Source: an optimization exercise on an open RTL-to-GDS flow (aim: small area, a short achievable clock period and few clock cycles per item). Production flows keep margins and buffers that such runs may drop.
In this exercise RTL edits were held to simulation tests only and were not proved equivalent to the original.
No activity file was given, so power comes from the tool's default toggle rates.

==> flow/design.v <==
`timescale 1ns / 1ps
`default_nettype none
package pol_pkg;
    localparam int DEPTH   = 32;
    localparam int IDX_W   = $clog2(DEPTH);
    localparam int CNT_W   = $clog2(DEPTH + 1);
    localparam int INDEX_W = 6;
    localparam int POS_W   = 7;
    localparam int CMP_W   = CNT_W + INDEX_W;
    localparam int ENTRY_W = 32;
    typedef enum logic [1:0] {
        OP_INSERT = 2'd0,
        OP_REMOVE = 2'd1,
        OP_READ   = 2'd2,
        OP_NOP    = 2'd3
    } op_t;
    typedef enum logic [1:0] {
        ST_OK        = 2'd0,
        ST_FULL      = 2'd1,
        ST_NOT_FOUND = 2'd2,
        ST_RANGE     = 2'd3
    } status_t;
    typedef struct packed {
        logic [15:0] sort_key;
        logic [7:0]  prio;
        logic [7:0]  handle;
    } entry_t;
    typedef struct packed {
        op_t                op;
        logic [7:0]         handle;
        logic [7:0]         prio;
        logic [15:0]        sort_key;
        logic [INDEX_W-1:0] index;
    } req_t;
    typedef struct packed {
        status_t          status;
        logic [POS_W-1:0] position;
        logic [7:0]       out_handle;
        logic [7:0]       out_prio;
        logic [15:0]      out_sort_key;
        logic [POS_W-1:0] count;
    } rsp_t;
    typedef struct packed {
        op_t                op;
        logic               ins_en;
        logic               del_en;
        entry_t             probe;
        logic [INDEX_W-1:0] rd_index;
        logic [CNT_W-1:0]   count;
    } cell_ctl_t;
endpackage
`default_nettype wire
`timescale 1ns / 1ps
`default_nettype none
module priority_ordered_list (
    input  wire logic          clk,
    input  wire logic          rst_n,
    input  wire logic          req_valid,
    output logic               req_ready,
    input  wire pol_pkg::req_t req,
    output logic               rsp_valid,
    input  wire logic          rsp_ready,
    output pol_pkg::rsp_t      rsp
);
    localparam int N  = 32;
    localparam int KW = 24;    
    localparam int HW = 8;     
    logic [N*KW-1:0] keys;
    logic [N*HW-1:0] hnds;
    logic [N-1:0]    valid;
    logic [5:0]      count;
    logic [N-1:0]    fg;
    logic [N-1:0]    fm;
    logic [N-1:0]    fh;
    logic            d_v;
    logic [1:0]      d_op;
    logic [HW-1:0]   d_h;
    logic [KW-1:0]   d_k;
    logic [5:0]      d_idx;
    logic            e_v;
    logic [1:0]      e_op;
    logic [HW-1:0]   e_h;
    logic [KW-1:0]   e_k;
    logic [5:0]      e_idx;
    logic [N-1:0]    e_oh;       
    logic            e_multi;    
    logic            e_first;    
    logic [4:0]      hold_pos;
    logic [KW-1:0]   hold_k;
    logic            hv;
    logic            tv;
    logic [47:0]     h_rsp;
    logic [47:0]     t_rsp;
    logic            rr_dv;      
    logic            exec;
    logic            e_ins;
    logic            e_rem;
    logic            e_rd;
    logic            full;
    logic            ins_go;
    logic            rem_go;
    logic            e_consume;
    logic            d_adv;
    logic [N-1:0]    first;
    logic [N-1:0]    ins_mark;
    logic [N-1:0]    ins_prev;
    logic [N-1:0]    take_prev;
    logic [N-1:0]    take_probe;
    logic [N-1:0]    take_next;
    logic [N-1:0]    take_hold;
    logic            found;
    assign exec      = e_v && !tv;
    assign e_ins     = (e_op == 2'd0);
    assign e_rem     = (e_op == 2'd1);
    assign e_rd      = (e_op == 2'd2);
    assign full      = valid[N-1];
    assign ins_go    = exec && e_ins && !full;
    assign rem_go    = exec && e_rem;
    assign e_consume = exec && !e_multi;
    assign d_adv     = !e_v || e_consume;
    assign first     = fh & ~{fh[N-2:0], 1'b0};
    assign found     = fh[N-1];
    assign ins_prev  = {fg[N-2:0], 1'b0};
    assign ins_mark  = fg & ~ins_prev;
    assign take_prev  = {N{ins_go}} & ins_prev;
    assign take_probe = {N{ins_go}} & ins_mark;
    assign take_next  = {N{rem_go}} & fh;
    assign take_hold  = ~(take_prev | take_probe | take_next);
    function automatic logic lt24(input logic [KW-1:0] a, input logic [KW-1:0] b);
        logic [KW-1:0] g;
        logic [KW-1:0] p;
        g = ~a & b;
        p = ~a | b;
        for (int s = 1; s < KW; s = s * 2)
        begin
            for (int j = 0; j + s < KW; j = j + 2 * s)
            begin
                g[j] = g[j+s] | (p[j+s] & g[j]);
                p[j] = p[j+s] & p[j];
            end
        end
        lt24 = g[0];
    endfunction
    function automatic logic [N-1:0] prefix_or(input logic [N-1:0] v);
        logic [N-1:0] p;
        p = v;
        for (int s = 0; s < 5; s++)
        begin
            for (int i = 0; i < N; i++)
            begin
                if ((i >> s) & 1)
                begin
                    p[i] = p[i] | p[((i >> s) << s) - 1];
                end
            end
        end
        prefix_or = p;
    endfunction
    logic [N-1:0]    cg;
    logic [N-1:0]    cm;
    logic [N-1:0]    ch;
    logic            cg_p;
    logic            cm_p;
    logic [N-1:0]    e_rest;
    logic [N-1:0]    e_rest_h;
    logic [N-1:0]    src_g;
    logic [N-1:0]    src_m;
    logic [N-1:0]    src_h;
    always_comb
    begin
        for (int i = 0; i < N; i++)
        begin
            cg[i] = !valid[i] || lt24(d_k, keys[i*KW +: KW]);
            cm[i] = valid[i] && (d_h == hnds[i*HW +: HW]);
        end
    end
    assign ch    = prefix_or(cm);
    assign cg_p  = lt24(d_k, e_k);
    assign cm_p  = (d_h == e_h);
    assign e_rest   = fm & ~first;
    assign e_rest_h = prefix_or(e_rest);
    assign src_g = d_adv ? cg : fg;
    assign src_m = d_adv ? cm : fm;
    assign src_h = d_adv ? ch : (rem_go ? e_rest_h : fh);
    logic cm_1;
    logic cm_2;
    logic fm_3;
    always_comb
    begin
        logic [2*N-1:0] c;
        logic [3*N-1:0] f;
        for (int i = 0; i < N; i++)
        begin
            c[2*i +: 2] = {1'b0, cm[i]};
            f[3*i +: 3] = {2'b00, fm[i]};
        end
        for (int s = 1; s < N; s = s * 2)
        begin
            for (int i = 0; i < N; i = i + 2 * s)
            begin
                c[2*i +: 2] = {c[2*i+1] | c[2*(i+s)+1] | (c[2*i] & c[2*(i+s)]),
                               c[2*i] | c[2*(i+s)]};
                f[3*i +: 3] = {f[3*i+2] | f[3*(i+s)+2] | (f[3*i+1] & f[3*(i+s)]) | (f[3*i] & f[3*(i+s)+1]),
                               f[3*i+1] | f[3*(i+s)+1] | (f[3*i] & f[3*(i+s)]),
                               f[3*i] | f[3*(i+s)]};
            end
        end
        cm_1 = c[0];
        cm_2 = c[1];
        fm_3 = f[2];
    end
    logic [N*KW-1:0] keys_n;
    logic [N*HW-1:0] hnds_n;
    logic [N-1:0]    valid_n;
    logic [N-1:0]    fg_n;
    logic [N-1:0]    fm_n;
    logic [N-1:0]    fh_n;
    logic [N*KW-1:0] keys_l;
    logic [N*HW-1:0] hnds_l;
    logic [N-1:0]    valid_l;
    logic [N-1:0]    g_l;
    logic [N-1:0]    m_l;
    logic [N-1:0]    h_l;
    logic [N*KW-1:0] keys_r;
    logic [N*HW-1:0] hnds_r;
    logic [N-1:0]    valid_r;
    logic [N-1:0]    g_r;
    logic [N-1:0]    m_r;
    logic [N-1:0]    h_r;
    logic            h_kill;
    assign keys_l  = {keys[(N-1)*KW-1:0], {KW{1'b0}}};
    assign hnds_l  = {hnds[(N-1)*HW-1:0], {HW{1'b0}}};
    assign valid_l = {valid[N-2:0], 1'b0};
    assign g_l     = {src_g[N-2:0], 1'b0};
    assign m_l     = {src_m[N-2:0], 1'b0};
    assign h_l     = {src_h[N-2:0], 1'b0} | {N{cm_p}};
    assign keys_r  = {{KW{1'b0}}, keys[N*KW-1:KW]};
    assign hnds_r  = {{HW{1'b0}}, hnds[N*HW-1:HW]};
    assign valid_r = {1'b0, valid[N-1:1]};
    assign g_r     = {1'b1, src_g[N-1:1]};
    assign m_r     = {1'b0, src_m[N-1:1]};
    assign h_r     = {src_h[N-1], src_h[N-1:1]};
    assign h_kill  = d_adv && rem_go && cm_p;
    always_comb
    begin
        for (int i = 0; i < N; i++)
        begin
            keys_n[i*KW +: KW] = ({KW{take_prev[i]}}  & keys_l[i*KW +: KW]) |
                                 ({KW{take_probe[i]}} & e_k) |
                                 ({KW{take_next[i]}}  & keys_r[i*KW +: KW]) |
                                 ({KW{take_hold[i]}}  & keys[i*KW +: KW]);
            hnds_n[i*HW +: HW] = ({HW{take_prev[i]}}  & hnds_l[i*HW +: HW]) |
                                 ({HW{take_probe[i]}} & e_h) |
                                 ({HW{take_next[i]}}  & hnds_r[i*HW +: HW]) |
                                 ({HW{take_hold[i]}}  & hnds[i*HW +: HW]);
            valid_n[i] = (take_prev[i] & valid_l[i]) | take_probe[i] |
                         (take_next[i] & valid_r[i]) | (take_hold[i] & valid[i]);
            fg_n[i]    = (take_prev[i] & g_l[i]) | (take_probe[i] & cg_p) |
                         (take_next[i] & g_r[i]) | (take_hold[i] & src_g[i]);
            fm_n[i]    = (take_prev[i] & m_l[i]) | (take_probe[i] & cm_p) |
                         (take_next[i] & m_r[i]) | (take_hold[i] & src_m[i]);
            fh_n[i]    = ((take_prev[i] | take_probe[i]) & h_l[i]) |
                         (take_next[i] & h_r[i] & !h_kill) | (take_hold[i] & src_h[i]);
        end
    end
    logic [N-1:0]    rd_sel;
    logic [N-1:0]    out_sel;
    logic [N-1:0]    pos_sel;
    logic [4:0]      enc;
    logic [HW-1:0]   mux_h;
    logic [KW-1:0]   mux_k;
    logic            in_range;
    logic [5:0]      count_p1;
    logic [5:0]      count_m1;
    logic [5:0]      count_n;
    logic [47:0]     r;
    assign rd_sel   = e_oh & valid;
    assign in_range = |rd_sel;
    assign out_sel  = rd_sel | first;
    assign pos_sel  = ins_mark | first;
    always_comb
    begin
        enc   = '0;
        mux_h = '0;
        mux_k = '0;
        for (int i = 0; i < N; i++)
        begin
            if (pos_sel[i])
            begin
                enc = enc | 5'(i);
            end
            mux_h = mux_h | ({HW{out_sel[i]}} & hnds[i*HW +: HW]);
            mux_k = mux_k | ({KW{out_sel[i]}} & keys[i*KW +: KW]);
        end
    end
    assign count_p1 = count + 6'd1;
    assign count_m1 = count - 6'd1;
    assign count_n  = ins_go ? count_p1 : ((rem_go && found) ? count_m1 : count);
    always_comb
    begin
        r = '0;
        case (e_op)
            2'd0:
            begin
                r[38:31] = e_h;
                if (full)
                begin
                    r[47:46] = 2'd1;
                end
                else
                begin
                    r[45:39] = {2'b00, enc};
                    r[30:7]  = e_k;
                end
            end
            2'd1:
            begin
                r[38:31] = e_h;
                if (e_first)
                begin
                    r[47:46] = found ? 2'd0 : 2'd2;
                    r[45:39] = {2'b00, enc};
                    r[30:7]  = mux_k;
                end
                else
                begin
                    r[45:39] = {2'b00, hold_pos};
                    r[30:7]  = hold_k;
                end
            end
            2'd2:
            begin
                r[47:46] = in_range ? 2'd0 : 2'd3;
                r[45:39] = {1'b0, e_idx};
                r[38:31] = mux_h;
                r[30:7]  = mux_k;
            end
            default:
            begin
            end
        endcase
        r[6:0] = {1'b0, count_n};
    end
    logic pop;
    logic d_load;
    logic d_v_n;
    logic e_v_n;
    logic e_multi_n;
    logic tv_n;
    logic nx_ins;
    logic nx_rem;
    assign req_ready = rr_dv || (!tv && !e_multi);
    assign d_load    = req_valid && req_ready;
    assign pop       = hv && rsp_ready;
    assign rsp_valid = hv;
    assign rsp       = h_rsp;
    assign d_v_n  = d_load || (d_v && !d_adv);
    assign nx_ins = d_adv ? (d_op == 2'd0) : e_ins;
    assign nx_rem = d_adv ? (d_op == 2'd1) : e_rem;
    assign e_v_n = d_adv ? d_v : e_v;
    assign tv_n  = tv ? !pop : (e_consume && hv && !pop);
    always_comb
    begin
        e_multi_n = e_multi;
        if (d_adv)
        begin
            e_multi_n = (d_op == 2'd1) && (cm_2 || (ins_go && cm_p && cm_1));
        end
        else if (rem_go)
        begin
            e_multi_n = fm_3;
        end
    end
    always_ff @(posedge clk or negedge rst_n)
    begin
        if (!rst_n)
        begin
            valid   <= '0;
            count   <= '0;
            d_v     <= 1'b0;
            e_v     <= 1'b0;
            e_multi <= 1'b0;
            e_first <= 1'b0;
            hv      <= 1'b0;
            tv      <= 1'b0;
            rr_dv   <= 1'b1;
        end
        else
        begin
            valid   <= valid_n;
            count   <= count_n;
            d_v     <= d_v_n;
            e_v     <= e_v_n;
            e_multi <= e_multi_n;
            rr_dv   <= !d_v_n || !e_v_n;
            tv      <= tv_n;
            if (d_adv)
            begin
                e_first <= 1'b1;
            end
            else if (rem_go)
            begin
                e_first <= 1'b0;
            end
            if (!hv || pop)
            begin
                hv <= tv || e_consume;
            end
        end
    end
    always_ff @(posedge clk)
    begin
        keys <= keys_n;
        hnds <= hnds_n;
        fg   <= fg_n & {N{nx_ins}};
        fm   <= fm_n;
        fh   <= fh_n & {N{nx_rem}};
        if (d_load)
        begin
            d_op  <= req.op;
            d_h   <= req.handle;
            d_k   <= {req.prio, req.sort_key};
            d_idx <= req.index;
        end
        if (d_adv)
        begin
            e_op  <= d_op;
            e_h   <= d_h;
            e_k   <= d_k;
            e_idx <= d_idx;
            for (int i = 0; i < N; i++)
            begin
                e_oh[i] <= (d_op == 2'd2) && (d_idx == 6'(i));
            end
        end
        if (rem_go && e_first)
        begin
            hold_pos <= enc;
            hold_k   <= mux_k;
        end
        if (!hv || pop)
        begin
            h_rsp <= tv ? t_rsp : r;
        end
        if (e_consume && hv && !pop)
        begin
            t_rsp <= r;
        end
    end
endmodule
`default_nettype wire
==> flow/run.sh <==
#!/bin/bash
# synth_recipe.tcl (not shown) runs the flow's synth.tcl, then flattens the netlist and writes it again
# the make line also repeats each setting of config.mk as NAME=value (left out here)
make -C /OpenROAD-flow-scripts/flow DESIGN_CONFIG=/design/flow/config.mk WORK_HOME=/design/flow/orfs CLKGATE_MAP_FILE= SYNTH_SCRIPT=/design/flow/synth_recipe.tcl finish
==> flow/config.mk <==
export PLATFORM = sky130hd
export DESIGN_NAME = priority_ordered_list
export DESIGN_NICKNAME = priority_ordered_list
export VERILOG_FILES = /design/flow/design.v
export SDC_FILE = /design/flow/constraint.sdc
export NUM_CORES = 4
export LEC_CHECK = 0
export CAP_MARGIN = 20
export CORE_MARGIN = 2
export CORE_UTILIZATION = 40
export PLACE_DENSITY = 0.55
export SETUP_SLACK_MARGIN = 4.3
export SLEW_MARGIN = 20
==> flow/constraint.sdc <==
create_clock -name core_clock -period 7.0 [get_ports {clk}]
set_input_delay 1.4000 -clock core_clock [delete_from_list [all_inputs] [get_ports {clk}]]
set_output_delay 1.4000 -clock core_clock [all_outputs]
set_load 0.01 [all_outputs]
==> results.txt, run 1 <==
status - aborted with a tool error
Exit stage - 5_1_grt
first error line in the log - [ERROR GRT-0232] Routing congestion too high. Check the congestion heatmap in the GUI.
count of cell types in the netlist - 99
largest net degree at the start of global routing - 48
part of the Yosys area used for sequential elements - 38.13%
post-synthesis sequential element count - 1398
overflow left after global routing - 1
worst slack after detailed placement - 1.350 ns
Die Span Y - 451.5 um
largest buffer count on any clock path - 3
synthesized area - 80100 sq um
total clock sinks - 1398
GPL Wtd Cong - 1.151
cell taking the most area after synthesis - sky130_fd_sc_hd__dfxtp_1
total number of placement rows - 164
Post-synth EDFFs - 233
area of placed instances - 84670 sq um
overall die width - 451.5 um
CTS HTree Levels - 4
Synth async-reset ratio - 3.219%
total instance count after detailed placement - 11865
HPWL reported at the end of detailed placement - 444700 um
Post-Synthesis Cells - 9653
cells taking the most area after synthesis - sky130_fd_sc_hd__dfxtp_1 28%, sky130_fd_sc_hd__a222oi_1 12%, sky130_fd_sc_hd__nand2_1 9.4%
post-synthesis average cell area - 8.298 sq um
initial standard-cell utilization of the core - 40.16%
cell with the most instances after synthesis - sky130_fd_sc_hd__nand2_1
port bufs - 91
Yosys warning total - 1
Boundary Pins - 94
Synth top area share - 27.99%
Hold Buf Count CTS - 0
TritonCTS Buffers - 169
clock tree root buffer cell - sky130_fd_sc_hd__clkbuf_16
most instantiated flip-flop cell in the synthesis netlist - sky130_fd_sc_hd__dfxtp_1
commonest cells in the synthesized netlist - 1998 x sky130_fd_sc_hd__nand2_1, 1120 x sky130_fd_sc_hd__dfxtp_1, 994 x sky130_fd_sc_hd__a222oi_1
global-route usage over all layers - 75.22%
-- per-stage QoR --
stage | total power (W) | util [%]
4_1_cts | 0.05482 | 52.43
3_5_place_dp | 0.04004 | 42.45
2_1_floorplan | 0.02653 | -
3_3_place_gp | 0.03988 | 42.38
-- cell families after synthesis --
group / Yosys count / share of synthesized area (%)
AO/OA/AOI/OAI: 3301 / 32.45
AND/OR/NAND/NOR: 3093 / 16.62
flip-flops: 1398 / 38.13
buffers and inverters: 1346 / 6.661
XOR/XNOR: 269 / 2.941
adder cells (fa/ha/maj): 180 / 2.290
multiplexers: 65 / 0.8997
other: 1 / 0.004682
-- routing by layer --
layer	track usage, %	GRT overflow
met3	64.99	0
met1	77.18	0
met2	85.77	1
met5	50.82	0
met4	69.48	0
-- worst max path at each step --
stage                                 from                   to  slack (ns)  cells after the start
after CTS                    fh[0]$_DFF_P_  h_rsp[29]$_DFFE_PP_        3.41                     10
after global placement    d_k[0]$_DFFE_PP_       fg[20]$_DFF_P_        0.57                      9
after detailed placement  d_k[0]$_DFFE_PP_       fg[24]$_DFF_P_        1.35                     11
after floorplan                  rsp_ready   t_rsp[0]$_DFFE_PP_        3.57                      2
-- power by group through the flow --
stage	clock network (W)	registers (W)	logic, W
CTS	0.00933	0.0193	0.0261
floorplan	0	0.0153	0.0112
detailed placement	0	0.0194	0.0206
global placement	0	0.0194	0.0205
-- timing repair --
action / in CTS
endpoints found under the hold margin: 0
gates resized for setup: 1957
gates cloned: 68
endpoints found under the setup margin: 1465
pin swaps: 530
buffers inserted: 603
Testbench counts, summed over its fixed seeds: cycles 12,272, items 12,000.
==> run 2, diff against run 1 <==
--- a/flow/design.v
+++ b/flow/design.v
@@ -165,3 +165,2 @@
     logic [N-1:0]    e_rest_h;
-    logic [N-1:0]    src_g;
     logic [N-1:0]    src_m;
@@ -181,3 +180,2 @@
     assign e_rest_h = prefix_or(e_rest);
-    assign src_g = d_adv ? cg : fg;
     assign src_m = d_adv ? cm : fm;
@@ -233,3 +231,3 @@
     assign valid_l = {valid[N-2:0], 1'b0};
-    assign g_l     = {src_g[N-2:0], 1'b0};
+    assign g_l     = {cg[N-2:0], 1'b0};
     assign m_l     = {src_m[N-2:0], 1'b0};
@@ -239,3 +237,3 @@
     assign valid_r = {1'b0, valid[N-1:1]};
-    assign g_r     = {1'b1, src_g[N-1:1]};
+    assign g_r     = {1'b1, cg[N-1:1]};
     assign m_r     = {1'b0, src_m[N-1:1]};
@@ -258,3 +256,3 @@
             fg_n[i]    = (take_prev[i] & g_l[i]) | (take_probe[i] & cg_p) |
-                         (take_next[i] & g_r[i]) | (take_hold[i] & src_g[i]);
+                         (take_next[i] & g_r[i]) | (take_hold[i] & cg[i]);
             fm_n[i]    = (take_prev[i] & m_l[i]) | (take_probe[i] & cm_p) |
@@ -349,3 +347,2 @@
     logic tv_n;
-    logic nx_ins;
     logic nx_rem;
@@ -357,3 +354,2 @@
     assign d_v_n  = d_load || (d_v && !d_adv);
-    assign nx_ins = d_adv ? (d_op == 2'd0) : e_ins;
     assign nx_rem = d_adv ? (d_op == 2'd1) : e_rem;
@@ -414,3 +410,6 @@
         hnds <= hnds_n;
-        fg   <= fg_n & {N{nx_ins}};
+        if (d_adv)
+        begin
+            fg <= fg_n & {N{d_op == 2'd0}};
+        end
         fm   <= fm_n;
--- a/flow/config.mk
+++ b/flow/config.mk
@@ -7,7 +7,8 @@
 export LEC_CHECK = 0
-export CAP_MARGIN = 20
+export CAP_MARGIN = 25
 export CORE_MARGIN = 2
-export CORE_UTILIZATION = 40
-export PLACE_DENSITY = 0.55
-export SETUP_SLACK_MARGIN = 4.3
-export SLEW_MARGIN = 20
+export CORE_UTILIZATION = 30
+export PLACE_DENSITY = 0.42
+export SETUP_SLACK_MARGIN = 4.0
+export SLEW_MARGIN = 30
+export TNS_END_PERCENT = 0
==> results.txt, run 2 <==
cell with the most instances after synthesis - sky130_fd_sc_hd__nand2_1
maximum clock skew at final layout - 0.08609 ns
part of the Yosys area used for sequential elements - 38.96% (+0.82 points)
status - timing/DRC/antenna clean
share of final-layout standard cells stronger than drive strength 1 - 12.47%
final setup violation count - 0
cell count of the worst reg-to-reg path - 10
RSZ-0062 raised after global routing - true
r2r startpoint - fh[29]$_DFF_P_
Max Freq - 214.2 MHz
power density over the cells - 554.7 nW/um^2
clock network latency to the later pin of the worst-skew pair - 0.95 ns
worst path required time - 7.63 ns
dominant cell type by count on the critical path - sky130_fd_sc_hd__buf_4
ordered cell list for the critical path - nand2b_1 > nand2_4 > buf_4 > a22oi_1 > nand4_1 > or4_1 > a222oi_1 > buf_4 > inv_1 > mux2_2
area delta synth->final - 17.47%
layout filler cell count - 27258
category of the worst setup path capture point - register
number of detailed-route iterations in the first pass - 14
Post-Synthesis Cells - 9578 (-0.78%)
synthesized area - 79230 sq um (-1.1%)
number of nets still failing antenna checks after routing - 0
area of the die - 268200 sq um
cells taking the most area after synthesis - sky130_fd_sc_hd__dfxtp_1 27%, sky130_fd_sc_hd__a222oi_1 13%, sky130_fd_sc_hd__nand2_1 10%
top library cells by usage in the layout, fill and taps aside - 2092 x sky130_fd_sc_hd__nand2_1, 1088 x sky130_fd_sc_hd__dfxtp_1, 1024 x sky130_fd_sc_hd__a222oi_1
buffers and inverters on the worst path - 3
r2r setup slk - 2.33 ns
total clock sinks - 1398 (unchanged)
leakage power total - 36.44 nW
count of maximum capacitance violations - 0
max incr delay on CP - 0.78 ns
Yosys warning total - 1 (unchanged)
Critical Path AT - 5.30 ns
Synth async-reset ratio - 3.219% (unchanged)
largest buffer count on any clock path - 4 (+1)
Boundary Pins - 94 (unchanged)
post-route total power - 0.05162 W
post-synthesis sequential element count - 1398 (unchanged)
total negative setup slack - 0 ns
port bufs - 91 (unchanged)
post-route fraction of the period consumed by the critical path - 66.69%
endpoint of the worst-slack reg-to-reg timing path - h_rsp[21]$_DFFE_PP_
number of flip-flops in the largest register - 768
initial standard-cell utilization of the core - 30.18% (-10 points)
via count of the first global-routing pass - 88659
Worst-Margin Slew - 1.228 ns
core region area - 262500 sq um
largest net degree at the start of global routing - 59
commonest cells in the synthesized netlist - 2128 x sky130_fd_sc_hd__nand2_1, 1088 x sky130_fd_sc_hd__dfxtp_1, 1024 x sky130_fd_sc_hd__a222oi_1
via count of the routed design - 100775
GPL Wtd Cong - 1.100 (-4.4%)
global-route wire length before repair - 892800 um
peak supply drop - 0.2978 mV
Most flops, register - keys
Routed WL per cell - 53.08 um
remaining routing DRC violations - 0
largest registers - keys x768, hnds x256
global-route usage over all layers - 49.30%
HPWL reported at the end of detailed placement - 478800 um (+7.7%)
clock slew seen by the registers of the worst setup and hold paths - 0.06 ns
Detailed Route Iter0 Violations - 26759
Final Hold Vio Count - 0
most instantiated flip-flop cell in the synthesis netlist - sky130_fd_sc_hd__dfxtp_1
min-delay worst type - primary input to async pin
Setup crit start kind - register
clock tree root buffer cell - sky130_fd_sc_hd__clkbuf_16
most common cell after layout, fill and taps aside - sky130_fd_sc_hd__nand2_1
post-synthesis average cell area - 8.272 sq um (-0.31%)
final number of max-transition violations - 0
worst slew margin relative to its limit - 17.95%
overflow left after global routing - 0
TritonCTS Buffers - 186 (+10%)
clock period minus worst slack - 4.668 ns
worst hold slack after final layout - 0.4701 ns
number of nets in the layout - 9476
final wirelength - 698800 um
cell taking the most area after synthesis - sky130_fd_sc_hd__dfxtp_1
total number of placement rows - 188 (+15%)
final core area utilization - 35.45%
CTS HTree Levels - 4 (unchanged)
overall die width - 517.9 um (+15%)
count of cell types in the netlist - 86 (-13%)
Post-synth EDFFs - 265 (+14%)
CTS tree - yes
Die Span Y - 517.9 um (+15%)
Synth top area share - 27.49% (-0.50 points)
Slowest-stage cell, CP - sky130_fd_sc_hd__a222oi_1
maximum fanout along the worst path - 14
detail-routed via count per cell - 7.655
initial antenna violation count - 96
type of the setup path with the least slack - register to register
cell family with most CP delay - simple AND/OR/NAND/NOR gates
-- run 2: cell types whose count changed after synthesis, moves of 36 or more --
cell / change
sky130_fd_sc_hd__a22o_1: -54
sky130_fd_sc_hd__o21ai_0: -70
sky130_fd_sc_hd__xnor2_1: -93
sky130_fd_sc_hd__a21oi_1: +42
sky130_fd_sc_hd__nand2_1: +130
sky130_fd_sc_hd__and3_1: -36
sky130_fd_sc_hd__a221o_1: -40
sky130_fd_sc_hd__xor2_1: +93
sky130_fd_sc_hd__a22oi_1: +45
-- run 2: what timing repair did --
action / CTS / global route
pin swaps: 24 / 19
gates resized for setup: 120 / 40
hold buffers: 0 / 0
gates cloned: 5 / 0
endpoints found under the setup margin: 1388 / 1401
setup buffers: 42 / 5
-- run 2: cell families (layout without fill, tap and decap cells) --
family | Yosys count | after routing | synth area share, %
AO/OA/AOI/OAI | 3180 | 3182 | 31.64
XOR/XNOR | 269 | 269 | 2.974
adder cells (fa/ha/maj) | 175 | 175 | 2.225
buffers and inverters | 1327 | 1320 | 6.375
flip-flops | 1398 | 1398 | 38.96
multiplexers | 58 | 58 | 0.8180
other | 1 | 76 | 0.004733
AND/OR/NAND/NOR | 3170 | 3171 | 17.00
-- run 2: where the power goes --
group	switching, W	total (W)	internal [W]
clock	0.00423	0.0100	0.00578
combinational	0.0167	0.0228	0.00608
sequential	0.00712	0.0189	0.0117
total	0.0280	0.0516	0.0236
-- run 2: layout make-up --
class	count	area (sq um)	area share (%)
flip-flops and latches	1398	30880	33.18
diodes	74	185.2	0.1990
multi-input cells	6857	44850	48.19
repair inverters	1	5.005	0.005378
repair buffers	600	5200	5.587
clock buffers	260	5306	5.702
well taps	3515	4398	4.726
clock inverters	73	750.7	0.8066
inverters	386	1496	1.608
-- run 2: layer usage --
metal / wire, um / up-vias / GRT usage [%]
met5: 1137 / - / 0.9424
met4: 61100 / 56 / 35.72
met3: 117700 / 2777 / 26.90
met2: 262500 / 10970 / 64.23
met1: 256300 / 50101 / 60.10
li1: - / 36871 / -
-- run 2: worst max path at each step --
stage                                start                   to  slack (ns)  cells past startpoint
after global placement    d_k[2]$_DFFE_PP_     fg[13]$_DFFE_PN_        1.35                     12
after global routing      d_k[4]$_DFFE_PP_      fg[8]$_DFFE_PN_        2.50                     14
after floorplan           e_k[0]$_DFFE_PN_     fg[23]$_DFFE_PN_        3.54                     13
final                       fh[29]$_DFF_P_  h_rsp[21]$_DFFE_PP_        2.33                     10
after CTS                 d_k[1]$_DFFE_PP_      fg[6]$_DFFE_PN_        2.64                     14
after detailed placement  d_k[4]$_DFFE_PP_      fg[8]$_DFFE_PN_        1.47                     14
-- run 2: worst register-to-register path, cell delays in order (launching register included) --
cell and delay [ns]:
sky130_fd_sc_hd__dfxtp_1 0.44, sky130_fd_sc_hd__nand2b_1 0.41, sky130_fd_sc_hd__nand2_4 0.44, sky130_fd_sc_hd__buf_4 0.50, sky130_fd_sc_hd__a22oi_1 0.36, sky130_fd_sc_hd__nand4_1 0.14
sky130_fd_sc_hd__or4_1 0.72, sky130_fd_sc_hd__a222oi_1 0.78, sky130_fd_sc_hd__buf_4 0.31, sky130_fd_sc_hd__inv_1 0.08, sky130_fd_sc_hd__mux2_2 0.25
-- run 2: per-stage QoR --
| step | area [sq um] | std cells | setup WS (ns) |
|---|---|---|---|
| global placement | 85140 | 12686 | 1.345 |
| global route | 92900 | 13095 | 2.505 |
| finish | 93070 | 13164 | 2.332 |
| floorplan | 79290 | 9579 | 3.544 |
| CTS | 92590 | 13080 | 2.644 |
| detailed placement | 85530 | 12700 | 1.471 |
Testbench counts of run 2, summed over its fixed seeds: cycles 12,272, items 12,000.
==> run 3, diff against run 2 <==
--- a/flow/config.mk
+++ b/flow/config.mk
@@ -11,4 +11,3 @@
 export PLACE_DENSITY = 0.42
-export SETUP_SLACK_MARGIN = 4.0
+export SETUP_SLACK_MARGIN = 3.0
 export SLEW_MARGIN = 30
-export TNS_END_PERCENT = 0
==> results.txt, run 3 <==
status - timing/DRC/antenna clean
area delta synth->final - 18.96%
detail-routed via count per cell - 7.514 (-1.9%)
Worst-Margin Slew - 1.179 ns (-0.04871 ns)
Setup crit start kind - register
RSZ-0062 raised after global routing - true
adder-cell share of the synthesized area - 2.225% (unchanged)
switching share of power - 53.71% (-0.58 points)
total net switching power - 0.02768 W (-1.2%)
number of nets in the layout - 9513 (+0.39%)
clock network latency to the later pin of the worst-skew pair - 0.92 ns (-0.03 ns)
clock slew seen by the registers of the worst setup and hold paths - 0.06 ns (about the same)
Routed WL per cell - 51.34 um (-3.3%)
peak supply drop - 0.2552 mV (-14%)
worst slack after detailed placement - 1.126 ns (-0.3450 ns)
global-route wire length before repair - 872900 um (-2.2%)
Hold Buf Count CTS - 0 (unchanged)
clock tree root buffer cell - sky130_fd_sc_hd__clkbuf_16
largest registers - keys x768, hnds x256
overflow left after global routing - 0 (unchanged)
TritonCTS Buffers - 184 (-1.1%)
area of the die - 268200 sq um (unchanged)
Synth top area share - 27.49% (unchanged)
GPL Wtd Cong - 1.063 (-3.4%)
final number of max-transition violations - 0 (unchanged)
HPWL reported at the end of detailed placement - 461100 um (-3.7%)
maximum clock skew at final layout - 0.06670 ns (-0.01939 ns)
CTS tree - yes
layout filler cell count - 27205 (-0.19%)
number of detailed-route iterations in the first pass - 15 (+1)
synthesized-area fraction occupied by ao, oa, aoi and oai cells - 31.64% (unchanged)
internal power contribution - 0.02385 W (+1.1%)
cells taking the most area after synthesis - sky130_fd_sc_hd__dfxtp_1 27%, sky130_fd_sc_hd__a222oi_1 13%, sky130_fd_sc_hd__nand2_1 10%
clock period minus worst slack - 4.277 ns (-0.3919 ns)
Post-Synthesis Cells - 9578 (unchanged)
top library cells by usage in the layout, fill and taps aside - 2071 x sky130_fd_sc_hd__nand2_1, 1081 x sky130_fd_sc_hd__dfxtp_1, 1024 x sky130_fd_sc_hd__a222oi_1
maximum fanout along the worst path - 14 (unchanged)
part of the Yosys area used for sequential elements - 38.96% (unchanged)
via count of the first global-routing pass - 88691 (+0.036%)
Most flops, register - keys
synthesized area - 79230 sq um (unchanged)
power density over the cells - 546.8 nW/um^2 (-1.4%)
Critical Path AT - 5.01 ns (-0.29 ns)
final setup violation count - 0 (unchanged)
most instantiated flip-flop cell in the synthesis netlist - sky130_fd_sc_hd__dfxtp_1
multiplexer fraction of the synthesized cell area - 0.8180% (unchanged)
Layout Cells excl Fill - 13183 (+0.14%)
Synth Area in Simple Gates - 17.00% (unchanged)
Reg power frac - 36.3% (-0.2 points)
Boundary Pins - 94 (unchanged)
most common cell after layout, fill and taps aside - sky130_fd_sc_hd__nand2_1
cell taking the most area after synthesis - sky130_fd_sc_hd__dfxtp_1
commonest cells in the synthesized netlist - 2128 x sky130_fd_sc_hd__nand2_1, 1088 x sky130_fd_sc_hd__dfxtp_1, 1024 x sky130_fd_sc_hd__a222oi_1
Final Hold Vio Count - 0 (unchanged)
leakage power total - 36.87 nW (+1.2%)
worst slew margin relative to its limit - 21.39% (+3.4 points)
initial standard-cell utilization of the core - 30.18% (unchanged)
type of the setup path with the least slack - register to register
post-synthesis sequential element count - 1398 (unchanged)
overall die width - 517.9 um (unchanged)
PnR worst setup slack - 2.723 ns (+0.3919 ns)
clock share of power - 19.1% (-0.3 points)
category of the worst setup path capture point - register
Yosys warning total - 1 (unchanged)
post-route fraction of the period consumed by the critical path - 61.09% (-5.6 points)
total number of placement rows - 188 (unchanged)
worst path required time - 7.74 ns (+0.11 ns)
worst hold slack after final layout - 0.4822 ns (+0.01203 ns)
largest buffer count on any clock path - 4 (unchanged)
final wirelength - 676800 um (-3.1%)
Detailed Route Iter0 Violations - 24524 (-8.4%)
post-synthesis average cell area - 8.272 sq um (unchanged)
Max Freq - 233.8 MHz (+9.2%)
post-synthesis share of cell area spent on xor and xnor gates - 2.974% (unchanged)
remaining routing DRC violations - 0 (unchanged)
dominant combinational cell family by area after synthesis - compound AO/OA/AOI/OAI gates
min-delay worst type - register to register
count of cell types in the netlist - 86 (unchanged)
total clock sinks - 1398 (unchanged)
largest net degree at the start of global routing - 56 (-5.1%)
count of maximum capacitance violations - 0 (unchanged)
CTS HTree Levels - 4 (unchanged)
Die Span Y - 517.9 um (unchanged)
Post-synth EDFFs - 265 (unchanged)
total negative setup slack - 0 ns (unchanged)
number of nets still failing antenna checks after routing - 0 (unchanged)
number of flip-flops in the largest register - 768 (unchanged)
via count of the routed design - 99051 (-1.7%)
core region area - 262500 sq um (unchanged)
port bufs - 91 (unchanged)
share of final-layout standard cells stronger than drive strength 1 - 14.11% (+1.6 points)
global-route usage over all layers - 47.95% (-1.3 points)
total instance count after detailed placement - 12685 (-0.12%)
initial antenna violation count - 72 (-25%)
power share of the combinational group - 44.6% (+0.5 points)
Synth async-reset ratio - 3.219% (unchanged)
cell with the most instances after synthesis - sky130_fd_sc_hd__nand2_1
run 3: cells by family after synthesis:
kind of cell | after synthesis
AOI/OAI and AO/OA | 3180
and+or+nand+nor | 3170
DFF | 1398
buffers and inverters | 1327
xor gates and xnor gates | 269
adders and majority gates | 175
muxes | 58
other | 1
run 3: stage by stage:
stage | power (W) | area [sq um] | util [%]
4_1_cts | 0.04863 | 93300 | 35.54
3_5_place_dp | 0.03806 | 85330 | 32.51
5_1_grt | 0.05157 | 94130 | 35.86
3_3_place_gp | 0.03800 | 85000 | 32.38
2_1_floorplan | 0.02468 | 79250 | -
6_report | 0.05153 | 94250 | 35.90
run 3: worst paths after layout:
kind,startpoint,endpoint,slack [ns],depth (start not counted)
max in group asynchronous,rst_n,valid[11]$_DFF_PN0_,5.68,2
min in group asynchronous,rst_n,valid[25]$_DFF_PN0_,0.64,2
max,d_k[10]$_DFFE_PP_,fg[5]$_DFFE_PN_,2.72,13
max reg2reg,d_k[10]$_DFFE_PP_,fg[5]$_DFFE_PN_,2.72,13
min reg2reg,count[5]$_DFF_PN0_,count[5]$_DFF_PN0_,0.48,1
min,count[5]$_DFF_PN0_,count[5]$_DFF_PN0_,0.48,1
run 3: final cells by class:
class | count | area (sq um) | share of cell area [%]
Antenna cell | 59 | 147.6 | 0.1566
Clock buffer | 254 | 5204 | 5.521
Clock inverter | 74 | 699.4 | 0.7421
Inverter | 386 | 1486 | 1.577
Multi-Input combinational cell | 6858 | 45690 | 48.48
Sequential cell | 1398 | 30920 | 32.80
Tap cell | 3515 | 4398 | 4.666
Timing Repair Buffer | 638 | 5699 | 6.047
Timing Repair inverter | 1 | 7.507 | 0.007965
run 3: routing by layer:
metal	share of wire [%]	global-route usage, %
met1	36	58.63
met2	37	62.06
met3	17	25.12
met4	9.2	36.92
met5	0.14	0.9068
run 3: power by group through the flow:
| stage | clock network, W | logic (W) | registers, W |
|---|---|---|---|
| 6_report | 0.00982 | 0.0230 | 0.0187 |
| 5_1_grt | 0.0101 | 0.0229 | 0.0186 |
| 4_1_cts | 0.00979 | 0.0208 | 0.0181 |
| 3_5_place_dp | 0 | 0.0198 | 0.0182 |
| 3_3_place_gp | 0 | 0.0198 | 0.0182 |
| 2_1_floorplan | 0 | 0.0100 | 0.0147 |
run 3: what timing repair did:
item | 4_1_cts | 5_1_grt
buffers inserted | 65 | 35
cloned | 9 | 0
resized for setup | 299 | 123
pin swaps | 87 | 61
endpoints found under the setup margin | 815 | 90
run 3: worst max-delay path, stage by stage (launching register included):
cell and delay, ns:
sky130_fd_sc_hd__edfxtp_1 0.44, sky130_fd_sc_hd__inv_1 0.44, sky130_fd_sc_hd__o221ai_2 0.37, sky130_fd_sc_hd__a2111oi_4 0.78, sky130_fd_sc_hd__buf_4 0.25, sky130_fd_sc_hd__o21ai_4 0.10
sky130_fd_sc_hd__maj3_1 0.39, sky130_fd_sc_hd__o21ai_0 0.11, sky130_fd_sc_hd__a21oi_1 0.11, sky130_fd_sc_hd__maj3_1 0.41, sky130_fd_sc_hd__o221ai_4 0.18, sky130_fd_sc_hd__buf_12 0.16
sky130_fd_sc_hd__a222oi_1 0.10, sky130_fd_sc_hd__a21oi_1 0.23
==> run 4, diff against run 3 <==
--- a/flow/config.mk
+++ b/flow/config.mk
@@ -11,3 +11,3 @@
 export PLACE_DENSITY = 0.42
-export SETUP_SLACK_MARGIN = 3.0
+export SETUP_SLACK_MARGIN = 3.3
 export SLEW_MARGIN = 30
==> results.txt, run 4 <==
status - timing/DRC/antenna clean
area delta synth->final - 21.44%
total negative setup slack - 0 ns (unchanged)
Synth async-reset ratio - 3.219% (unchanged)
r2r startpoint - d_k[8]$_DFFE_PP_
internal power contribution - 0.02473 W (+3.7%)
Die Span Y - 517.9 um (unchanged)
category of the worst setup path capture point - register
Routed WL per cell - 52.26 um (+1.8%)
power density over the cells - 555.2 nW/um^2 (+1.6%)
r2r setup slk - 2.29 ns (-0.43 ns)
largest net degree at the start of global routing - 60 (+7.1%)
Final Hold Vio Count - 0 (unchanged)
ordered cell list for the critical path - buf_4 > clkinvlp_4 > buf_4 > a22oi_1 > o22ai_1 > nor2_2 > o2111ai_1 > nand2_1 > a221oi_1 > o211ai_1 > nand2_1 > a221oi_2 > o22ai_1
detail-routed via count per cell - 7.616 (+1.4%)
TritonCTS Buffers - 182 (-1.1%)
Slowest-stage cell, CP - sky130_fd_sc_hd__o211ai_1
global-route usage over all layers - 48.99% (+1.0 points)
final core area utilization - 36.65% (+0.75 points)
most common cell after layout, fill and taps aside - sky130_fd_sc_hd__nand2_1
wire length the detailed router placed on met1 - 252000 um (+2.1%)
maximum fanout along the worst path - 31 (+17)
leakage power total - 37.84 nW (+2.6%)
switching share of power - 53.71% (about the same)
Crit path depth - 13 (unchanged)
cell taking the most area after synthesis - sky130_fd_sc_hd__dfxtp_1
Max Freq - 212.4 MHz (-9.2%)
share of final-layout standard cells stronger than drive strength 1 - 15.80% (+1.7 points)
worst slew margin relative to its limit - 4.570% (-17 points)
worst path required time - 7.66 ns (-0.08 ns)
post-route fraction of the period consumed by the critical path - 67.26% (+6.2 points)
number of nets still failing antenna checks after routing - 0 (unchanged)
global-route wire length before repair - 888700 um (+1.8%)
area of placed instances - 85430 sq um (+0.12%)
total net switching power - 0.02869 W (+3.7%)
count of cell types in the netlist - 86 (unchanged)
max incr delay on CP - 0.71 ns (-0.07 ns)
final setup violation count - 0 (unchanged)
top library cells by usage in the layout, fill and taps aside - 2059 x sky130_fd_sc_hd__nand2_1, 1066 x sky130_fd_sc_hd__dfxtp_1, 1024 x sky130_fd_sc_hd__a222oi_1
top routing layer in use - met5
power share of the combinational group - 46.0% (+1.4 points)
cells taking the most area after synthesis - sky130_fd_sc_hd__dfxtp_1 27%, sky130_fd_sc_hd__a222oi_1 13%, sky130_fd_sc_hd__nand2_1 10%
RSZ-0062 raised after global routing - true
total number of placement rows - 188 (unchanged)
Post-synth EDFFs - 265 (unchanged)
most instantiated flip-flop cell in the synthesis netlist - sky130_fd_sc_hd__dfxtp_1
clock period minus worst slack - 4.709 ns (+0.4319 ns)
HPWL reported at the end of detailed placement - 467100 um (+1.3%)
Critical Path AT - 5.37 ns (+0.36 ns)
via count of the routed design - 101563 (+2.5%)
overall die width - 517.9 um (unchanged)
clock network latency to the later pin of the worst-skew pair - 0.95 ns (+0.03 ns)
initial standard-cell utilization of the core - 30.18% (unchanged)
Yosys warning total - 1 (unchanged)
Boundary Pins - 94 (unchanged)
final wirelength - 696800 um (+3.0%)
post-synthesis average cell area - 8.272 sq um (unchanged)
via count of the first global-routing pass - 88801 (+0.12%)
core region area - 262500 sq um (unchanged)
clock share of power - 18.9% (-0.2 points)
Detailed Route Iter0 Violations - 27194 (+11%)
destination of the critical timing path - fg[1]$_DFFE_PN_
post-route design area - 96220 sq um (+2.1%)
peak supply drop - 0.2814 mV (+10%)
cell family with most CP delay - compound AO/OA/AOI/OAI gates
initial antenna violation count - 82 (+14%)
number of flip-flops in the largest register - 768 (unchanged)
total instance count after detailed placement - 12703 (+0.14%)
cell with the most instances after synthesis - sky130_fd_sc_hd__nand2_1
cell count of the worst reg-to-reg path - 13 (unchanged)
Reg power frac - 35.1% (-1.2 points)
GPL Wtd Cong - 1.070 (+0.71%)
endpoint of the worst-slack reg-to-reg timing path - fg[1]$_DFFE_PN_
min-delay worst type - primary input to async pin
final number of max-transition violations - 0 (unchanged)
largest registers - keys x768, hnds x256
type of the setup path with the least slack - register to register
count of maximum capacitance violations - 0 (unchanged)
maximum clock skew at final layout - 0.05414 ns (-0.01256 ns)
part of the Yosys area used for sequential elements - 38.96% (unchanged)
post-route total power - 0.05343 W (+3.7%)
source of the critical timing path - d_k[8]$_DFFE_PP_
CTS tree - yes
total clock sinks - 1398 (unchanged)
number of nets in the layout - 9629 (+1.2%)
synthesized area - 79230 sq um (unchanged)
Synth top area share - 27.49% (unchanged)
Post-Synthesis Cells - 9578 (unchanged)
CTS HTree Levels - 4 (unchanged)
clock slew seen by the registers of the worst setup and hold paths - 0.06 ns (about the same)
routed length on met3 - 124800 um (+10%)
Most flops, register - keys
port bufs - 91 (unchanged)
overflow left after global routing - 0 (unchanged)
clock tree root buffer cell - sky130_fd_sc_hd__clkbuf_16
buffers and inverters on the worst path - 3 (unchanged)
met2 wire len - 258400 um (+2.1%)
Layout Cells excl Fill - 13335 (+1.2%)
Worst-Margin Slew - 1.431 ns (+0.2523 ns)
area of the die - 268200 sq um (unchanged)
remaining routing DRC violations - 0 (unchanged)
post-synthesis sequential element count - 1398 (unchanged)
largest buffer count on any clock path - 4 (unchanged)
commonest cells in the synthesized netlist - 2128 x sky130_fd_sc_hd__nand2_1, 1088 x sky130_fd_sc_hd__dfxtp_1, 1024 x sky130_fd_sc_hd__a222oi_1
number of detailed-route iterations in the first pass - 22 (+7)
Setup crit start kind - register
## run 4: cell count changes in the layout (fill, tap and decap cells not counted), moves of 17 or more
cell	change
sky130_fd_sc_hd__diode_2	+32
sky130_fd_sc_hd__buf_12	+17
sky130_fd_sc_hd__clkbuf_8	+22
sky130_fd_sc_hd__buf_4	+67
sky130_fd_sc_hd__maj3_1	+23
sky130_fd_sc_hd__maj3_2	-23
## run 4: kinds of logic (layout without fill, tap and decap cells)
group | count (synthesis) | after routing | synth area share (%)
compound gates | 3180 | 3180 | 31.64
simple gates | 3170 | 3174 | 17.00
flops | 1398 | 1398 | 38.96
buf+inv | 1327 | 1473 | 6.375
xor+xnor | 269 | 269 | 2.974
fa+ha+maj | 175 | 175 | 2.225
mux | 58 | 58 | 0.8180
other cells | 1 | 93 | 0.004733
## run 4: layer usage
layer	GRT usage (%)	vias to the layer above
li1	-	37239
met1	59.59	50127
met2	62.81	11307
met3	28.46	2826
met4	34.98	64
met5	2.045	-
## run 4: worst min-delay path by stage
| stage | start | endpoint | cells after the start |
|---|---|---|---|
| floorplan | d_k[16]$_DFFE_PP_ | e_k[16]$_DFFE_PN_ | 0 |
| global placement | d_v$_DFF_PN0_ | e_v$_DFF_PN0_ | 1 |
| detailed placement | d_idx[4]$_DFFE_PP_ | e_idx[4]$_DFFE_PN_ | 0 |
| CTS | rst_n | count[4]$_DFF_PN0_ | 1 |
| global route | rst_n | valid[31]$_DFF_PN0_ | 1 |
| finish | rst_n | valid[31]$_DFF_PN0_ | 1 |
## run 4: stage by stage
step	setup WS [ns]	hold WS [ns]
floorplan	3.419	0.4206
global placement	1.437	0.4714
detailed placement	1.566	0.4681
CTS	2.573	0.3191
global route	2.334	0.3401
finish	2.292	0.3022
## run 4: layout make-up
class,instances,area (sq um)
Sequential cell,1398,30950
Clock inverter,60,678.2
Tap cell,3515,4398
Multi-Input combinational cell,6858,45910
Fill cell,26947,166300
Timing Repair Buffer,756,7137
Antenna cell,91,227.7
Inverter,386,1480
Timing Repair inverter,1,5.005
Clock buffer,270,5435
## run 4: repair_timing
| item | CTS | global route |
|---|---|---|
| pin swaps | 85 | 70 |
| hold buffers | 0 | 0 |
| endpoints found under the hold margin | 0 | 0 |
| endpoints found under the setup margin | 1114 | 182 |
| resized for setup | 402 | 163 |
| buffers inserted | 138 | 57 |
| gates cloned | 9 | 4 |
## run 4: power groups by stage
stage | sequential [W] | combinational, W | clock (W)
CTS | 0.0180 | 0.0218 | 0.0101
global route | 0.0186 | 0.0242 | 0.0103
detailed placement | 0.0182 | 0.0201 | 0
finish | 0.0187 | 0.0246 | 0.0101
global placement | 0.0183 | 0.0200 | 0
floorplan | 0.0147 | 0.0100 | 0
==> run 5, diff against run 4 <==
--- a/flow/design.v
+++ b/flow/design.v
@@ -74,2 +74,7 @@
     logic [N-1:0]    fh;
+    logic            a_v;
+    logic [1:0]      a_op;
+    logic [HW-1:0]   a_h;
+    logic [KW-1:0]   a_k;
+    logic [5:0]      a_idx;
     logic            d_v;
@@ -94,2 +99,4 @@
     logic            rr_dv;      
+    logic            xg;         
+    logic            xm;         
     logic            exec;
@@ -176,4 +183,4 @@
     assign ch    = prefix_or(cm);
-    assign cg_p  = lt24(d_k, e_k);
-    assign cm_p  = (d_h == e_h);
+    assign cg_p  = xg;
+    assign cm_p  = xm;
     assign e_rest   = fm & ~first;
@@ -342,3 +349,5 @@
     logic pop;
-    logic d_load;
+    logic a_load;
+    logic a_v_n;
+    logic d_take;
     logic d_v_n;
@@ -349,3 +358,3 @@
     assign req_ready = rr_dv || (!tv && !e_multi);
-    assign d_load    = req_valid && req_ready;
+    assign a_load    = req_valid && req_ready;
     assign pop       = hv && rsp_ready;
@@ -353,3 +362,5 @@
     assign rsp       = h_rsp;
-    assign d_v_n  = d_load || (d_v && !d_adv);
+    assign d_take = !d_v || d_adv;
+    assign a_v_n  = a_load || (a_v && !d_take);
+    assign d_v_n  = d_take ? a_v : d_v;
     assign nx_rem = d_adv ? (d_op == 2'd1) : e_rem;
@@ -375,2 +386,3 @@
             count   <= '0;
+            a_v     <= 1'b0;
             d_v     <= 1'b0;
@@ -387,2 +399,3 @@
             count   <= count_n;
+            a_v     <= a_v_n;
             d_v     <= d_v_n;
@@ -390,3 +403,3 @@
             e_multi <= e_multi_n;
-            rr_dv   <= !d_v_n || !e_v_n;
+            rr_dv   <= !a_v_n || !d_v_n || !e_v_n;
             tv      <= tv_n;
@@ -416,8 +429,20 @@
         fh   <= fh_n & {N{nx_rem}};
-        if (d_load)
+        if (a_load)
         begin
-            d_op  <= req.op;
-            d_h   <= req.handle;
-            d_k   <= {req.prio, req.sort_key};
-            d_idx <= req.index;
+            a_op  <= req.op;
+            a_h   <= req.handle;
+            a_k   <= {req.prio, req.sort_key};
+            a_idx <= req.index;
+        end
+        if (d_take)
+        begin
+            d_op  <= a_op;
+            d_h   <= a_h;
+            d_k   <= a_k;
+            d_idx <= a_idx;
+        end
+        if (d_take)
+        begin
+            xg <= d_adv ? (a_k < d_k) : (a_k < e_k);
+            xm <= d_adv ? (a_h == d_h) : (a_h == e_h);
         end
--- a/flow/config.mk
+++ b/flow/config.mk
@@ -11,3 +11,3 @@
 export PLACE_DENSITY = 0.42
-export SETUP_SLACK_MARGIN = 3.3
+export SETUP_SLACK_MARGIN = 3.2
 export SLEW_MARGIN = 30
==> results.txt, run 5 <==
status - timing/DRC/antenna clean
Detailed Route Iter0 Violations - 26597 (-2.2%)
synthesized area - 81590 sq um (+3.0%)
top routing layer in use - met5
Max Freq - 233.5 MHz (+9.9%)
initial standard-cell utilization of the core - 30.13% (-0.047 points)
clock network latency to the later pin of the worst-skew pair - 0.97 ns (+0.02 ns)
maximum fanout along the worst path - 5 (-84%)
peak supply drop - 0.2654 mV (-5.7%)
number of detailed-route iterations in the first pass - 17 (-23%)
detail-routed via count per cell - 7.547 (-0.90%)
cell with the most instances after synthesis - sky130_fd_sc_hd__nand2_1
r2r setup slk - 2.72 ns (+0.43 ns)
r2r startpoint - d_k[1]$_DFFE_PP_
post-synthesis average cell area - 8.423 sq um (+1.8%)
Yosys warning total - 1 (unchanged)
power density over the cells - 616.4 nW/um^2 (+11%)
CTS HTree Levels - 4 (unchanged)
total negative setup slack - 0 ns (unchanged)
area of the die - 276200 sq um (+3.0%)
Synth top area share - 26.70% (-0.80 points)
Final Hold Vio Count - 0 (unchanged)
global-route wire length before repair - 920800 um (+3.6%)
via count of the routed design - 101784 (+0.22%)
wire length the detailed router placed on met1 - 266200 um (+5.6%)
clock slew seen by the registers of the worst setup and hold paths - 0.06 ns (about the same)
top library cells by usage in the layout, fill and taps aside - 2089 x sky130_fd_sc_hd__nand2_1, 1087 x sky130_fd_sc_hd__dfxtp_1, 1030 x sky130_fd_sc_hd__a222oi_1
routed length on met3 - 118300 um (-5.2%)
post-route fraction of the period consumed by the critical path - 61.19% (-6.1 points)
final setup violation count - 0 (unchanged)
met2 wire len - 274800 um (+6.3%)
Post-synth EDFFs - 307 (+16%)
core region area - 270800 sq um (+3.1%)
largest net degree at the start of global routing - 71 (+18%)
largest registers - keys x768, hnds x256
area delta synth->final - 20.90%
worst slew margin relative to its limit - 17.38% (+13 points)
number of flip-flops in the largest register - 768 (unchanged)
PnR worst setup slack - 2.717 ns (+0.4252 ns)
Hold Buf Count CTS - 0 (unchanged)
post-synthesis sequential element count - 1441 (+3.1%)
endpoint of the worst-slack reg-to-reg timing path - fg[6]$_DFFE_PN_
leakage power total - 38.74 nW (+2.4%)
overflow left after global routing - 0 (unchanged)
Post-Synthesis Cells - 9687 (+1.1%)
final core area utilization - 36.43% (-0.22 points)
initial antenna violation count - 104 (+27%)
Most flops, register - keys
port bufs - 91 (unchanged)
Die Span Y - 525.5 um (+1.5%)
Worst-Margin Slew - 1.239 ns (-0.1922 ns)
Routed WL per cell - 53.51 um (+2.4%)
clock period minus worst slack - 4.283 ns (-0.4252 ns)
most common cell after layout, fill and taps aside - sky130_fd_sc_hd__nand2_1
overall die width - 525.5 um (+1.5%)
remaining routing DRC violations - 0 (unchanged)
most instantiated flip-flop cell in the synthesis netlist - sky130_fd_sc_hd__dfxtp_1
via count of the first global-routing pass - 90544 (+2.0%)
share of final-layout standard cells stronger than drive strength 1 - 16.08% (+0.28 points)
RSZ-0062 raised after global routing - true
total clock sinks - 1441 (+3.1%)
cell taking the most area after synthesis - sky130_fd_sc_hd__dfxtp_1
cells taking the most area after synthesis - sky130_fd_sc_hd__dfxtp_1 27%, sky130_fd_sc_hd__a222oi_1 13%, sky130_fd_sc_hd__edfxtp_1 11%
clock tree root buffer cell - sky130_fd_sc_hd__clkbuf_16
number of nets still failing antenna checks after routing - 0 (unchanged)
GPL Wtd Cong - 1.072 (+0.14%)
global-route usage over all layers - 49.67% (+0.68 points)
total number of placement rows - 191 (+1.6%)
maximum clock skew at final layout - 0.08214 ns (+0.02800 ns)
largest buffer count on any clock path - 4 (unchanged)
category of the worst setup path capture point - register
CTS tree - yes
Synth async-reset ratio - 3.192% (-0.027 points)
layout filler cell count - 27775 (+3.1%)
commonest cells in the synthesized netlist - 2132 x sky130_fd_sc_hd__nand2_1, 1088 x sky130_fd_sc_hd__dfxtp_1, 1030 x sky130_fd_sc_hd__a222oi_1
worst slack after detailed placement - 1.325 ns (-0.2405 ns)
type of the setup path with the least slack - register to register
Critical Path AT - 4.91 ns (-0.46 ns)
HPWL reported at the end of detailed placement - 504600 um (+8.0%)
count of cell types in the netlist - 94 (+9.3%)
final number of max-transition violations - 0 (unchanged)
count of maximum capacitance violations - 0 (unchanged)
cell count of the worst reg-to-reg path - 12 (-1)
final wirelength - 721600 um (+3.6%)
worst path required time - 7.63 ns (-0.03 ns)
Boundary Pins - 94 (unchanged)
min-delay worst type - primary input to async pin
part of the Yosys area used for sequential elements - 39.41% (+0.45 points)
Setup crit start kind - register
number of nets in the layout - 9785 (+1.6%)
TritonCTS Buffers - 189 (+3.8%)
==> run 5: changes by cell type after synthesis, moves of 42 or more <==
cell / delta
sky130_fd_sc_hd__edfxtp_1: +42
sky130_fd_sc_hd__a21oi_1: -75
sky130_fd_sc_hd__o21ai_0: +59
sky130_fd_sc_hd__xnor2_1: +55
sky130_fd_sc_hd__ha_1: +46
sky130_fd_sc_hd__xor2_1: -55
==> run 5: cell families after synthesis <==
logic type | count (synthesis) | share of synthesized area (%)
AND/OR/NAND/NOR | 3190 | 16.70
AO/OA/AOI/OAI | 3102 | 30.08
flip-flops | 1441 | 39.41
buffers and inverters | 1320 | 6.174
adder cells (fa/ha/maj) | 269 | 3.504
XOR/XNOR | 269 | 2.888
multiplexers | 95 | 1.248
other | 1 | 0.004596
==> run 5: final cells by class <==
cell class / instances / area [sq um] / area share, %
timing repair inverter: 2 / 22.52 / 0.02283
sequential: 1441 / 32170 / 32.61
clock inverter: 78 / 795.8 / 0.8067
multi-input combinational: 6930 / 47390 / 48.04
timing repair buffer: 748 / 6741 / 6.834
tap: 3570 / 4467 / 4.528
inverter: 381 / 1515 / 1.536
antenna: 65 / 162.7 / 0.1649
clock buffer: 271 / 5383 / 5.457
==> run 5: stage by stage <==
| stage | hold slack [ns] | instances | power (W) | cell area, sq um |
|---|---|---|---|---|
| after floorplan | 0.4003 | 9688 | 0.02828 | 81610 |
| after global routing | 0.4124 | 13430 | 0.06063 | 98500 |
| final | 0.3950 | 13486 | 0.06081 | 98640 |
| after detailed placement | 0.4045 | 12900 | 0.04540 | 88260 |
| after global placement | 0.4060 | 12885 | 0.04522 | 87940 |
| after CTS | 0.3766 | 13369 | 0.05705 | 97230 |
==> run 5: what timing repair did <==
action / CTS / global route
gates cloned: 9 / 2
setup buffers: 111 / 43
setup endpoints to repair: 605 / 190
resized for setup: 401 / 165
pin swaps: 184 / 106
==> run 5: worst max-delay path, cell delays in order, from the launching register on <==
cell	delay, ns
sky130_fd_sc_hd__edfxtp_1	0.44
sky130_fd_sc_hd__bufinv_16	0.22
sky130_fd_sc_hd__maj3_2	0.31
sky130_fd_sc_hd__maj3_2	0.33
sky130_fd_sc_hd__maj3_2	0.34
sky130_fd_sc_hd__maj3_2	0.33
sky130_fd_sc_hd__maj3_2	0.35
sky130_fd_sc_hd__a31oi_4	0.41
sky130_fd_sc_hd__maj3_2	0.31
sky130_fd_sc_hd__a31o_4	0.21
sky130_fd_sc_hd__nand3_4	0.23
sky130_fd_sc_hd__a222oi_1	0.40
sky130_fd_sc_hd__a21oi_1	0.11
==> run 5: worst max path at each step <==
stage | start | to | slack, ns | cells past startpoint
global route | d_k[0]$_DFFE_PP_ | fg[21]$_DFFE_PN_ | 2.69 | 15
finish | d_k[1]$_DFFE_PP_ | fg[6]$_DFFE_PN_ | 2.72 | 12
CTS | d_k[1]$_DFFE_PP_ | fg[21]$_DFFE_PN_ | 2.75 | 13
floorplan | rsp_ready | t_rsp[0]$_DFFE_PP_ | 3.22 | 2
detailed placement | d_k[1]$_DFFE_PP_ | fg[2]$_DFFE_PN_ | 1.33 | 12
global placement | d_k[1]$_DFFE_PP_ | fg[6]$_DFFE_PN_ | 0.52 | 12
==> run 5: where the power goes <==
group	internal (W)	leakage, nW	switching (W)
logic	0.00851	23.0	0.0216
registers	0.0124	12.7	0.00802
clock network	0.00585	3.02	0.00444
total	0.0268	38.7	0.0340
==> run 5: per-layer routing <==
layer	track usage [%]	vias up
met2	65.50	10580
met4	34.87	54
li1	-	37631
met5	1.957	-
met1	60.71	50805
met3	26.31	2714
Testbench counts of run 5, summed over its fixed seeds: cycles 12,280, items 12,000.
==> run 6, diff against run 5 <==
--- a/flow/design.v
+++ b/flow/design.v
@@ -72,2 +72,8 @@
     logic [N-1:0]    fg;
+    logic [N-1:0]    fgr;
+    logic            sh_ins;     
+    logic            sh_rem;     
+    logic [4:0]      sh_pos;
+    logic            sh_gp;      
+    logic            sh_top;     
     logic [N-1:0]    fm;
@@ -129,2 +135,26 @@
     assign found     = fh[N-1];
+    always_comb
+    begin
+        logic [N:0] up;
+        up = {sh_top, fgr};
+        for (int i = 0; i < N; i++)
+        begin
+            if (sh_ins && (5'(i) > sh_pos))
+            begin
+                fg[i] = (i > 0) ? up[(i > 0) ? i-1 : 0] : 1'b0;
+            end
+            else if (sh_ins && (5'(i) == sh_pos))
+            begin
+                fg[i] = sh_gp;
+            end
+            else if (sh_rem && (5'(i) >= sh_pos))
+            begin
+                fg[i] = up[i+1];
+            end
+            else
+            begin
+                fg[i] = up[i];
+            end
+        end
+    end
     assign ins_prev  = {fg[N-2:0], 1'b0};
@@ -219,3 +249,2 @@
     logic [N-1:0]    valid_n;
-    logic [N-1:0]    fg_n;
     logic [N-1:0]    fm_n;
@@ -225,3 +254,2 @@
     logic [N-1:0]    valid_l;
-    logic [N-1:0]    g_l;
     logic [N-1:0]    m_l;
@@ -231,3 +259,2 @@
     logic [N-1:0]    valid_r;
-    logic [N-1:0]    g_r;
     logic [N-1:0]    m_r;
@@ -238,3 +265,2 @@
     assign valid_l = {valid[N-2:0], 1'b0};
-    assign g_l     = {cg[N-2:0], 1'b0};
     assign m_l     = {src_m[N-2:0], 1'b0};
@@ -244,3 +270,2 @@
     assign valid_r = {1'b0, valid[N-1:1]};
-    assign g_r     = {1'b1, cg[N-1:1]};
     assign m_r     = {1'b0, src_m[N-1:1]};
@@ -262,4 +287,2 @@
                          (take_next[i] & valid_r[i]) | (take_hold[i] & valid[i]);
-            fg_n[i]    = (take_prev[i] & g_l[i]) | (take_probe[i] & cg_p) |
-                         (take_next[i] & g_r[i]) | (take_hold[i] & cg[i]);
             fm_n[i]    = (take_prev[i] & m_l[i]) | (take_probe[i] & cm_p) |
@@ -425,3 +448,8 @@
         begin
-            fg <= fg_n & {N{d_op == 2'd0}};
+            fgr    <= cg & {N{d_op == 2'd0}};
+            sh_ins <= ins_go;
+            sh_rem <= rem_go && found;
+            sh_pos <= enc;
+            sh_gp  <= cg_p && (d_op == 2'd0);
+            sh_top <= (d_op == 2'd0);
         end
--- a/flow/config.mk
+++ b/flow/config.mk
@@ -7,3 +7,3 @@
 export LEC_CHECK = 0
-export CAP_MARGIN = 25
+export CAP_MARGIN = 50
 export CORE_MARGIN = 2
@@ -11,3 +11,3 @@
 export PLACE_DENSITY = 0.42
-export SETUP_SLACK_MARGIN = 3.2
-export SLEW_MARGIN = 30
+export SETUP_SLACK_MARGIN = 3.0
+export SLEW_MARGIN = 65
==> results.txt, run 6 <==
Die Span Y - 529.4 um (+0.75%)
total number of placement rows - 192 (+0.52%)
initial standard-cell utilization of the core - 30.22% (+0.082 points)
status - timing/DRC/antenna clean
largest buffer count on any clock path - 4 (unchanged)
clock period minus worst slack - 4.221 ns (-0.06217 ns)
Slowest-stage cell, CP - sky130_fd_sc_hd__or3_1
post-synthesis sequential element count - 1450 (+0.62%)
number of nets still failing antenna checks after routing - 0 (unchanged)
Boundary Pins - 94 (unchanged)
cell taking the most area after synthesis - sky130_fd_sc_hd__dfxtp_1
cell with the most instances after synthesis - sky130_fd_sc_hd__nand2_1
via count of the routed design - 101368 (-0.41%)
CTS HTree Levels - 4 (unchanged)
category of the worst setup path capture point - register
most instantiated flip-flop cell in the synthesis netlist - sky130_fd_sc_hd__dfxtp_1
GPL Wtd Cong - 1.089 (+1.6%)
worst slew margin relative to its limit - 54.14% (+37 points)
post-route design area - 101600 sq um (+3.0%)
remaining routing DRC violations - 0 (unchanged)
CTS tree - yes
Detailed Route Iter0 Violations - 26611 (+0.053%)
most common cell after layout, fill and taps aside - sky130_fd_sc_hd__nand2_1
Worst-Margin Slew - 0.6826 ns (-0.5567 ns)
buffers and inverters on the worst path - 4 (+3)
number of nets in the layout - 9874 (+0.91%)
post-route fraction of the period consumed by the critical path - 60.30% (-0.89 points)
total negative setup slack - 0 ns (unchanged)
total clock sinks - 1450 (+0.62%)
Post-synth EDFFs - 316 (+2.9%)
met3 track utilization from global routing - 22.95% (-3.4 points)
global-route wire length before repair - 856100 um (-7.0%)
share of final-layout standard cells stronger than drive strength 1 - 16.41% (+0.33 points)
Multi-input gate area - 48250 sq um (+1.8%)
leakage power total - 40.03 nW (+3.3%)
via count of the first global-routing pass - 90037 (-0.56%)
cell family with most CP delay - simple AND/OR/NAND/NOR gates
Routed WL per cell - 48.29 um (-9.8%)
final setup violation count - 0 (unchanged)
final number of max-transition violations - 0 (unchanged)
area of placed instances - 92950 sq um (+5.3%)
area delta synth->final - 22.62%
ordered cell list for the critical path - nand2_1 > nand2_4 > buf_4 > a22o_1 > a221oi_1 > nand4_1 > or3_1 > a222oi_1 > buf_1 > buf_2 > inv_1 > mux2_2
clock network latency to the later pin of the worst-skew pair - 0.94 ns (-0.03 ns)
Setup crit start kind - register
area occupied by registers - 32450 sq um (+0.89%)
Synth async-reset ratio - 3.172% (-0.020 points)
Max Freq - 236.9 MHz (+1.5%)
port bufs - 91 (unchanged)
-- run 6: layout make-up --
cell class | count | area share (%)
Sequential cell | 1450 | 31.96
Tap cell | 3686 | 4.541
Timing Repair Buffer | 780 | 8.109
Multi-Input combinational cell | 6972 | 47.51
Clock buffer | 286 | 5.608
Inverter | 389 | 1.506
Antenna cell | 50 | 0.1232
Clock inverter | 56 | 0.6419
-- run 6: final timing paths --
kind                                       endpoint  depth (start not counted)  slack [ns]               start
worst min register to register   d_idx[1]$_DFFE_PP_                          0        0.41  a_idx[1]$_DFFE_PP_
worst max-delay path            h_rsp[25]$_DFFE_PP_                         12        2.78   e_oh[7]$_DFFE_PN_
worst max register to register  h_rsp[25]$_DFFE_PP_                         12        2.78   e_oh[7]$_DFFE_PN_
min in group asynchronous        valid[2]$_DFF_PN0_                          2        0.44               rst_n
max in group asynchronous           rr_dv$_DFF_PN1_                          3        6.00               rst_n
worst min-delay path             d_idx[1]$_DFFE_PP_                          0        0.41  a_idx[1]$_DFFE_PP_
-- run 6: repair_timing --
item,CTS,global route
gates resized for setup,135,138
buffers inserted,6,6
hold buffers,0,0
hold endpoints to repair,0,0
gates cloned,2,1
pin swaps,48,89
endpoints found under the setup margin,52,124
-- run 6: kinds of logic after synthesis --
kind of cell / count (synthesis) / share of synthesized area [%]
other: 1 / 0.004528
AND/OR/NAND/NOR: 3221 / 16.77
adder cells (fa/ha/maj): 326 / 4.145
flip-flops: 1450 / 39.15
buffers and inverters: 1356 / 6.224
multiplexers: 102 / 1.322
AO/OA/AOI/OAI: 3052 / 29.54
XOR/XNOR: 269 / 2.845
-- run 6: layer usage --
layer,vias to the layer above,routed length [um]
met5,-,391
met4,32,59360
met1,50075,241400
met3,2800,110800
met2,10536,248000
li1,37925,-
-- run 6: report_power, final --
| part | switching, W | total [W] | internal [W] | leakage (nW) |
|---|---|---|---|---|
| clock network | 0.00439 | 0.0104 | 0.00601 | 3.14 |
| logic | 0.0195 | 0.0280 | 0.00849 | 24.1 |
| registers | 0.00756 | 0.0201 | 0.0125 | 12.8 |
| total | 0.0314 | 0.0584 | 0.0270 | 40.0 |
-- run 6: stage by stage --
stage / cells / total power [W] / util (%)
2_1_floorplan: 9778 / 0.02813 / -
3_3_place_gp: 13006 / 0.04286 / 32.33
3_5_place_dp: 13231 / 0.04420 / 33.91
4_1_cts: 13581 / 0.05492 / 36.47
5_1_grt: 13621 / 0.05855 / 37.01
6_report: 13669 / 0.05843 / 37.05
Testbench counts of run 6, summed over its fixed seeds: cycles 12,280, items 12,000.

Re-timed with assumed drivers on the ports (clkbuf_16 on the clock, buf_2 on other inputs), run 6 has 2.779 ns of setup slack against 2.779 ns with ideal ports, and 2.779 ns once port delays also move by the mid clock arrival of 1.006 ns.
